What follows belongs to an exercise in optimizing a design on an open flow for small area, a short achievable clock period and few clock cycles per item; a production flow would make more cautious choices. The RTL was checked by simulation tests, not by an equivalence proof against the original design. Power figures rest on the tool's default switching activity, not on a simulated workload.

## flow/run.sh

```bash
#!/bin/bash
# synth_recipe.tcl (not shown) runs the flow's synth.tcl, then flattens the netlist and writes it again
# the make line also repeats each setting of config.mk as NAME=value (left out here)
make -C /OpenROAD-flow-scripts/flow DESIGN_CONFIG=/design/flow/config.mk WORK_HOME=/design/flow/orfs CLKGATE_MAP_FILE= SYNTH_SCRIPT=/design/flow/synth_recipe.tcl finish
```

## flow/config.mk

```make
export PLATFORM = sky130hd
export DESIGN_NAME = contact_pair_refcount_table
export DESIGN_NICKNAME = contact_pair_refcount_table
export VERILOG_FILES = /design/flow/design.v
export SDC_FILE = /design/flow/constraint.sdc
export NUM_CORES = 4
export LEC_CHECK = 0
export CAP_MARGIN = 20
export CORE_MARGIN = 2
export CORE_UTILIZATION = 40
export SLEW_MARGIN = 20
```

## flow/constraint.sdc

```tcl
create_clock -name core_clock -period 5.0 [get_ports {clk}]
set_input_delay 1.0000 -clock core_clock [delete_from_list [all_inputs] [get_ports {clk}]]
set_output_delay 1.0000 -clock core_clock [all_outputs]
set_load 0.01 [all_outputs]
```

## flow/design.v

```verilog
package cprt_pkg;
  localparam int TABLE_DEPTH = 64;
  localparam int IDX_BITS    = $clog2(TABLE_DEPTH);
  localparam int ID_BITS     = 16;
  localparam int COUNT_BITS  = 8;
  localparam logic [IDX_BITS-1:0]   IDX_LAST  = IDX_BITS'(TABLE_DEPTH - 1);
  localparam logic [COUNT_BITS-1:0] COUNT_MAX = {COUNT_BITS{1'b1}};
  localparam logic [COUNT_BITS-1:0] COUNT_ONE = COUNT_BITS'(1);
  localparam logic [1:0] EV_NONE  = 2'd0;
  localparam logic [1:0] EV_BEGAN = 2'd1;
  localparam logic [1:0] EV_ENDED = 2'd2;
  localparam logic [1:0] EV_FULL  = 2'd3;
  typedef struct packed {
    logic [ID_BITS-1:0]    low_id;
    logic [ID_BITS-1:0]    high_id;
    logic [COUNT_BITS-1:0] count;
  } entry_t;
  typedef struct packed {
    logic load;      
    logic scan_en;   
    logic update;    
  } cprt_cmd_t;
  typedef struct packed {
    logic scan_last;  
  } cprt_sts_t;
endpackage
module cprt_ctrl
(
  input  logic      clk,
  input  logic      rst_n,
  input  logic      start,
  input  cprt_pkg::cprt_sts_t sts,
  output cprt_pkg::cprt_cmd_t cmd,
  output logic      busy
);
  localparam logic [1:0] ST_IDLE   = 2'd0;
  localparam logic [1:0] ST_SCAN   = 2'd1;
  localparam logic [1:0] ST_FINISH = 2'd2;
  localparam logic [1:0] ST_UPDATE = 2'd3;
  logic [1:0] state_r;
  logic [1:0] state_nxt;
  always_comb begin
    state_nxt   = state_r;
    cmd.load    = 1'b0;
    cmd.scan_en = 1'b0;
    cmd.update  = 1'b0;
    case (state_r)
      ST_IDLE: begin
        if (start) begin
          cmd.load  = 1'b1;
          state_nxt = ST_SCAN;
        end
      end
      ST_SCAN: begin
        cmd.scan_en = 1'b1;
        if (sts.scan_last) begin
          state_nxt = ST_FINISH;
        end
      end
      ST_FINISH: begin
        state_nxt = ST_UPDATE;
      end
      ST_UPDATE: begin
        cmd.update = 1'b1;
        state_nxt  = ST_IDLE;
      end
      default: begin
        state_nxt = ST_IDLE;
      end
    endcase
  end
  always_ff @(posedge clk) begin
    if (!rst_n) begin
      state_r <= ST_IDLE;
    end else begin
      state_r <= state_nxt;
    end
  end
  assign busy = (state_r != ST_IDLE);
endmodule
module cprt_dp
(
  input  logic                  clk,
  input  logic                  rst_n,
  input  cprt_pkg::cprt_cmd_t             cmd,
  output cprt_pkg::cprt_sts_t             sts,
  input  logic                  in_is_end,
  input  logic [cprt_pkg::ID_BITS-1:0]    in_body_a,
  input  logic [cprt_pkg::ID_BITS-1:0]    in_body_b,
  output logic                  out_strobe,
  output logic [1:0]            out_event_res,
  output logic [cprt_pkg::ID_BITS-1:0]    out_pair_low,
  output logic [cprt_pkg::ID_BITS-1:0]    out_pair_high,
  output logic [cprt_pkg::COUNT_BITS-1:0] out_live_count
);
  logic [2*cprt_pkg::ID_BITS+cprt_pkg::COUNT_BITS-1:0] mem [0:cprt_pkg::TABLE_DEPTH-1];
  logic [cprt_pkg::TABLE_DEPTH-1:0] valid_r;
  logic                  is_end_r;
  logic [cprt_pkg::ID_BITS-1:0]    lo_r;
  logic [cprt_pkg::ID_BITS-1:0]    hi_r;
  logic [cprt_pkg::IDX_BITS-1:0]   scan_idx_r;
  cprt_pkg::entry_t                q_data_r;
  logic                  q_vld_r;
  logic [cprt_pkg::IDX_BITS-1:0]   q_idx_r;
  logic                  q_live_r;
  logic                  hit_r;
  logic [cprt_pkg::IDX_BITS-1:0]   hit_idx_r;
  logic [cprt_pkg::COUNT_BITS-1:0] hit_cnt_r;
  logic                  free_r;
  logic [cprt_pkg::IDX_BITS-1:0]   free_idx_r;
  logic                  strobe_r;
  logic [1:0]            ev_r;
  logic [cprt_pkg::COUNT_BITS-1:0] live_r;
  logic                  q_match;
  logic                  wr_en;
  logic [cprt_pkg::IDX_BITS-1:0]   wr_idx;
  logic [cprt_pkg::COUNT_BITS-1:0] wr_cnt;
  logic                  set_vld;
  logic                  clr_vld;
  logic [1:0]            ev_nxt;
  logic [cprt_pkg::COUNT_BITS-1:0] live_nxt;
  assign sts.scan_last = (scan_idx_r == cprt_pkg::IDX_LAST);
  assign q_match       = q_vld_r && (q_data_r.low_id == lo_r) && (q_data_r.high_id == hi_r);
  always_ff @(posedge clk) begin
    if (cmd.load) begin
      is_end_r <= in_is_end;
      lo_r     <= (in_body_a < in_body_b) ? in_body_a : in_body_b;
      hi_r     <= (in_body_a < in_body_b) ? in_body_b : in_body_a;
    end
  end
  always_ff @(posedge clk) begin
    if (!rst_n) begin
      scan_idx_r <= '0;
    end else if (cmd.load) begin
      scan_idx_r <= '0;
    end else if (cmd.scan_en) begin
      scan_idx_r <= scan_idx_r + 1'b1;
    end
  end
  always_ff @(posedge clk) begin
    q_data_r <= mem[scan_idx_r];
    q_vld_r  <= valid_r[scan_idx_r];
    q_idx_r  <= scan_idx_r;
    if (wr_en) begin
      mem[wr_idx] <= {lo_r, hi_r, wr_cnt};
    end
  end
  always_ff @(posedge clk) begin
    if (!rst_n) begin
      q_live_r <= 1'b0;
      hit_r    <= 1'b0;
      free_r   <= 1'b0;
    end else begin
      q_live_r <= cmd.scan_en;
      if (cmd.load) begin
        hit_r  <= 1'b0;
        free_r <= 1'b0;
      end else if (q_live_r) begin
        if (q_match && !hit_r) begin
          hit_r     <= 1'b1;
          hit_idx_r <= q_idx_r;
          hit_cnt_r <= q_data_r.count;
        end
        if (!q_vld_r && !free_r) begin
          free_r     <= 1'b1;
          free_idx_r <= q_idx_r;
        end
      end
    end
  end
  always_comb begin
    wr_en    = 1'b0;
    wr_idx   = hit_idx_r;
    wr_cnt   = hit_cnt_r;
    set_vld  = 1'b0;
    clr_vld  = 1'b0;
    ev_nxt   = cprt_pkg::EV_NONE;
    live_nxt = '0;
    if (!is_end_r) begin
      if (hit_r) begin
        wr_cnt   = (hit_cnt_r == cprt_pkg::COUNT_MAX) ? hit_cnt_r : hit_cnt_r + cprt_pkg::COUNT_ONE;
        wr_en    = 1'b1;
        live_nxt = wr_cnt;
      end else if (free_r) begin
        wr_idx   = free_idx_r;
        wr_cnt   = cprt_pkg::COUNT_ONE;
        wr_en    = 1'b1;
        set_vld  = 1'b1;
        ev_nxt   = cprt_pkg::EV_BEGAN;
        live_nxt = cprt_pkg::COUNT_ONE;
      end else begin
        ev_nxt = cprt_pkg::EV_FULL;
      end
    end else if (hit_r) begin
      if (hit_cnt_r <= cprt_pkg::COUNT_ONE) begin
        clr_vld = 1'b1;
        ev_nxt  = cprt_pkg::EV_ENDED;
      end else begin
        wr_cnt   = hit_cnt_r - cprt_pkg::COUNT_ONE;
        wr_en    = 1'b1;
        live_nxt = wr_cnt;
      end
    end
    wr_en   = wr_en && cmd.update;
    set_vld = set_vld && cmd.update;
    clr_vld = clr_vld && cmd.update;
  end
  always_ff @(posedge clk) begin
    if (!rst_n) begin
      valid_r <= '0;
    end else if (set_vld) begin
      valid_r[free_idx_r] <= 1'b1;
    end else if (clr_vld) begin
      valid_r[hit_idx_r] <= 1'b0;
    end
  end
  always_ff @(posedge clk) begin
    if (!rst_n) begin
      strobe_r <= 1'b0;
    end else begin
      strobe_r <= cmd.update;
    end
    if (cmd.update) begin
      ev_r   <= ev_nxt;
      live_r <= live_nxt;
    end
  end
  assign out_strobe     = strobe_r;
  assign out_event_res  = ev_r;
  assign out_pair_low   = lo_r;
  assign out_pair_high  = hi_r;
  assign out_live_count = live_r;
endmodule
module contact_pair_refcount_table
(
  input  logic                  clk,
  input  logic                  rst_n,
  input  logic                  start,
  output logic                  busy,
  input  logic                  in_is_end,
  input  logic [cprt_pkg::ID_BITS-1:0]    in_body_a,
  input  logic [cprt_pkg::ID_BITS-1:0]    in_body_b,
  output logic                  out_strobe,
  output logic [1:0]            out_event_res,
  output logic [cprt_pkg::ID_BITS-1:0]    out_pair_low,
  output logic [cprt_pkg::ID_BITS-1:0]    out_pair_high,
  output logic [cprt_pkg::COUNT_BITS-1:0] out_live_count
);
  cprt_pkg::cprt_cmd_t cmd;
  cprt_pkg::cprt_sts_t sts;
  cprt_ctrl u_ctrl (
    .clk   (clk),
    .rst_n (rst_n),
    .start (start),
    .sts   (sts),
    .cmd   (cmd),
    .busy  (busy)
  );
  cprt_dp u_dp (
    .clk            (clk),
    .rst_n          (rst_n),
    .cmd            (cmd),
    .sts            (sts),
    .in_is_end      (in_is_end),
    .in_body_a      (in_body_a),
    .in_body_b      (in_body_b),
    .out_strobe     (out_strobe),
    .out_event_res  (out_event_res),
    .out_pair_low   (out_pair_low),
    .out_pair_high  (out_pair_high),
    .out_live_count (out_live_count)
  );
endmodule
```

==> notes.md <==
sequential cells by signal (all words and copies together) (netlist names), 8 cells and up:
name            count
u_dp.valid_r       64
u_dp.hi_r          16
u_dp.live_r         8
u_dp.hit_cnt_r      8
u_dp.q_data_r      40
u_dp.mem         2560
u_dp.lo_r          16
where the power goes:
part	internal (mW)	switching (mW)
Clock	11.9	8.81
Sequential	26.5	0.399
Combinational	3.27	4.67
Total	41.7	13.9
cell type report:
cell class | instances | area (sq um) | area share (%)
clock inverter | 149 | 1315 | 1.073
multi-input combinational | 1902 | 24290 | 19.82
clock buffer | 360 | 7729 | 6.304
tap | 3533 | 4420 | 3.606
sequential | 2746 | 81250 | 66.27
inverter | 33 | 123.9 | 0.1010
antenna | 4 | 10.01 | 0.008165
timing repair buffer | 350 | 3458 | 2.821
path summary, 6_finish.rpt:
check	to	slack, ns	cells past startpoint	from
max	u_dp.mem[2][32]	0.99	7	u_dp.hit_r
min	u_dp.hit_cnt_r[1]	0.40	0	u_dp.q_data_r[1]
max reg2reg	u_dp.mem[2][32]	0.99	7	u_dp.hit_r
min reg2reg	u_dp.hit_cnt_r[1]	0.40	0	u_dp.q_data_r[1]
metrics by stage:
stage	hold slack, ns	utilization [%]	cell area [sq um]	setup slack (ns)
floorplan	0.3258	-	106300	0.8417
finish	0.4026	46.29	122600	0.9864
CTS	0.4029	46.28	122600	1.124
global route	0.4042	46.29	122600	0.9213
global placement	0.3865	42.86	113500	0.5036
detailed placement	0.3887	42.87	113500	0.9367
cells by family after synthesis:
logic type,share of synthesized area [%]
adders and majority gates,0.4001
buffers and inverters,1.270
muxes,16.65
xor gates and xnor gates,0.4118
AOI/OAI and AO/OA,2.929
and+or+nand+nor,1.951
DFF,76.39
cell usage after synthesis, types with 5 or more instances:
library cell	n	area (sq um)
a211oi_1	56	420.4
o221ai_1	32	280.3
o32ai_1	5	43.79
nor2b_1	46	287.8
xor2_1	19	166.4
nand3_1	35	175.2
o22ai_1	44	275.3
o21ai_0	68	340.3
o21ai_1	21	105.1
or3_1	9	56.30
and3_1	8	50.05
a21o_1	12	90.09
a2111oi_0	5	43.79
dfxtp_1	123	2462
nor4_1	6	37.54
a31oi_1	6	37.54
mux2i_1	185	1852
a22oi_1	19	142.6
o31ai_1	7	52.55
mux2_2	70	788.3
o211ai_1	42	315.3
a21oi_1	105	525.5
edfxtp_1	2623	78770
clkbuf_1	120	450.4
nand4_1	13	81.33
inv_1	31	116.4
buf_1	26	97.59
buf_4	28	210.2
nand2_1	63	236.5
a221oi_1	12	105.1
a32oi_1	10	87.58
nor2_1	162	608.1
nand2b_1	15	93.84
and2_1	6	37.54
ha_1	34	425.4
buf_2	89	445.4
nor3_1	31	155.2
o21a_1	5	37.54
mux4_2	669	15070
xnor2_1	31	271.5
worst register-to-register path, delay by kind of cell (launching register included):
kind                   cells  cell delay, ns
DFF                        1            0.82
AOI/OAI and AO/OA          1            0.81
and+or+nand+nor            3            1.13
buffers and inverters      3            0.86
layer usage:
layer	up-vias	track usage (%)
li1	21610	-
met1	28850	30.16
met4	0	6.709
met2	2463	32.46
met3	379	4.007
met5	-	0
==> summary.txt <==
Clock tree
  • Setup Buffers After CTS: 0
  • CTS max path bufs: 4
  • H-tree levels: 5
  • CTS tree: yes
  • Post-CTS Hold Buffers: 0
  • CTS resizes: 0
  • Root buf cell: clkbuf_16
  • Clock transition at path regs: 0.06 ns
  • Num CTS Buffers: 291
  • Latest clock arrival within the worst-skew pair: 0.85 ns
  • Number of clock sinks: 2,746

Critical path
  • WS Path Type: flop to flop
  • Startpoint types: flop
  • Worst EP required: 5.52 ns
  • WP data arrival: 4.53 ns
  • Most frequent CP cell: buf_4
  • CP delay by family, top: simple AND/OR/NAND/NOR gates
  • Worst-path fanout max: 27
  • Crit path cell chain: nor3b_4 -> buf_4 -> o31ai_1 -> nand3_1 -> buf_4 -> nor2_4 -> buf_12
  • Slowest cell on the critical path: dfxtp_1
  • Crit path buffers/inverters: 3
  • Worst setup EP type: flop
  • Critical Path Max Stage Delay: 0.82 ns

GRT
  • Vias in the first global route: 52,620
  • First-pass GRT wire length: 404,600 um
  • Initial antenna violation count: 10
  • Largest net degree at the start of global routing: 82
  • Gr ovfl total: 0
  • Gr usage total: 20.99%

Cells and area
  • Most common cell after layout, fill and taps aside: edfxtp_1
  • Commonest non-fill, non-tap cells in the layout: edfxtp_1, mux4_2, clkbuf_16
  • Non-filler instance count after layout: 9,077
  • Filler cells: 21,940
  • Layout Nets: 5,394
  • Layout cell share with drive strength beyond 1: 27.09%
  • Synth-to-Final Area Change: 15.29%

Power and ir drop
  • Pwr Density: 453.4 mW/mm^2
  • VDD IR max: 271.7 uV
  • Power, Total: 55.58 mW
  • Pleak: 36.87 nW

Flow run
  • MaxCap Viol Count: 0

Timing
  • F_max: 249.2 MHz
  • Worst slew pin tran: 1.281 ns
  • Final setup viols: 0
  • Final Slew Violations: 0
  • Setup_tns: 0 ns
  • RSZ-0062 raised after global routing: no
  • Max_slew headroom: 12.42%
  • Fin crit share: 80.27%
  • Final Critical Period: 4.014 ns
  • Clock Skew: 0.03227 ns
  • Fin. Hold Viols: 0

Synth
  • Synth warn: 2
  • Top FF cell, synth: edfxtp_1
  • Mapped cell area: 0.1063 sq mm
  • Async S/R FF share, synth: 0%
  • Post-Syn Instances: 4,946
  • Avg Synthesized Cell Area: 21.50 sq um
  • Synthesis-stage register bit count: 2,746
  • Sequential element share of the synthesized area: 76.39%
  • Syn_nets: 5,016
  • Unique masters post-synth: 73
  • Post-synth EDFFs: 2,623

Detailed routing
  • WL final: 287,800 um
  • Met2 wire len: 134,400 um
  • Post-route ant nets: 0
  • DRC viols: 0
  • Met3 wire length: 24,260 um
  • Via count: 53,300
  • WL met1: 120,100 um
  • First-pass DRT Iterations: 6
  • Top routing layer used: met4
  • WL/cell: 31.71 um
  • 1st-iter DRT viols: 7,084
  • Routed vias/inst: 5.872

Floorplanning
  • Die Span X: 519.6 um
  • Initial Util: 40.15%
  • Die H: 519.6 um
  • Row cnt: 189
  • Die Area: 0.2700 sq mm
  • IO Count: 80
  • Core area: 0.2649 sq mm

Placement
  • Dpl hpwl: 171,300 um
  • RePlAce Congestion: 0.8337
  • Cell count after placement: 8,564
  • Port-buffer cells: 79

Run status
  • Status: complete, no violations

Min path
  • Hold/Removal Path Class: flop to flop
Testbench counts, summed over its fixed seeds: cycles 268,008, items 4,000.

[separate check: timing with driven ports]
How much do the figures lean on ideal ports? The routed layout below was timed once more, with nothing changed but the port constraints.
Step 1 assumes that a clkbuf_16 drives the clock port and a buf_2 every other input.
Step 2 adds t to the input delays and takes it off the output delays; t is the mean of the earliest and latest rising clock arrival at the registers after step 1. Input paths then give back, and output paths get back, about the clock's delay inside the block.
Three values: ideal ports, drivers, drivers and shift; two values: the first two.
shift t [ns]: 0.925
setup slack, ns: 0.986 / 0.986 / 0.664
latest minus earliest clock arrival (ns): 0.047 / 0.046
After both steps this run still meets setup and hold. For this run, drivers alone change the setup slack by 0.000 ns; drivers and shift together by -0.322 ns.
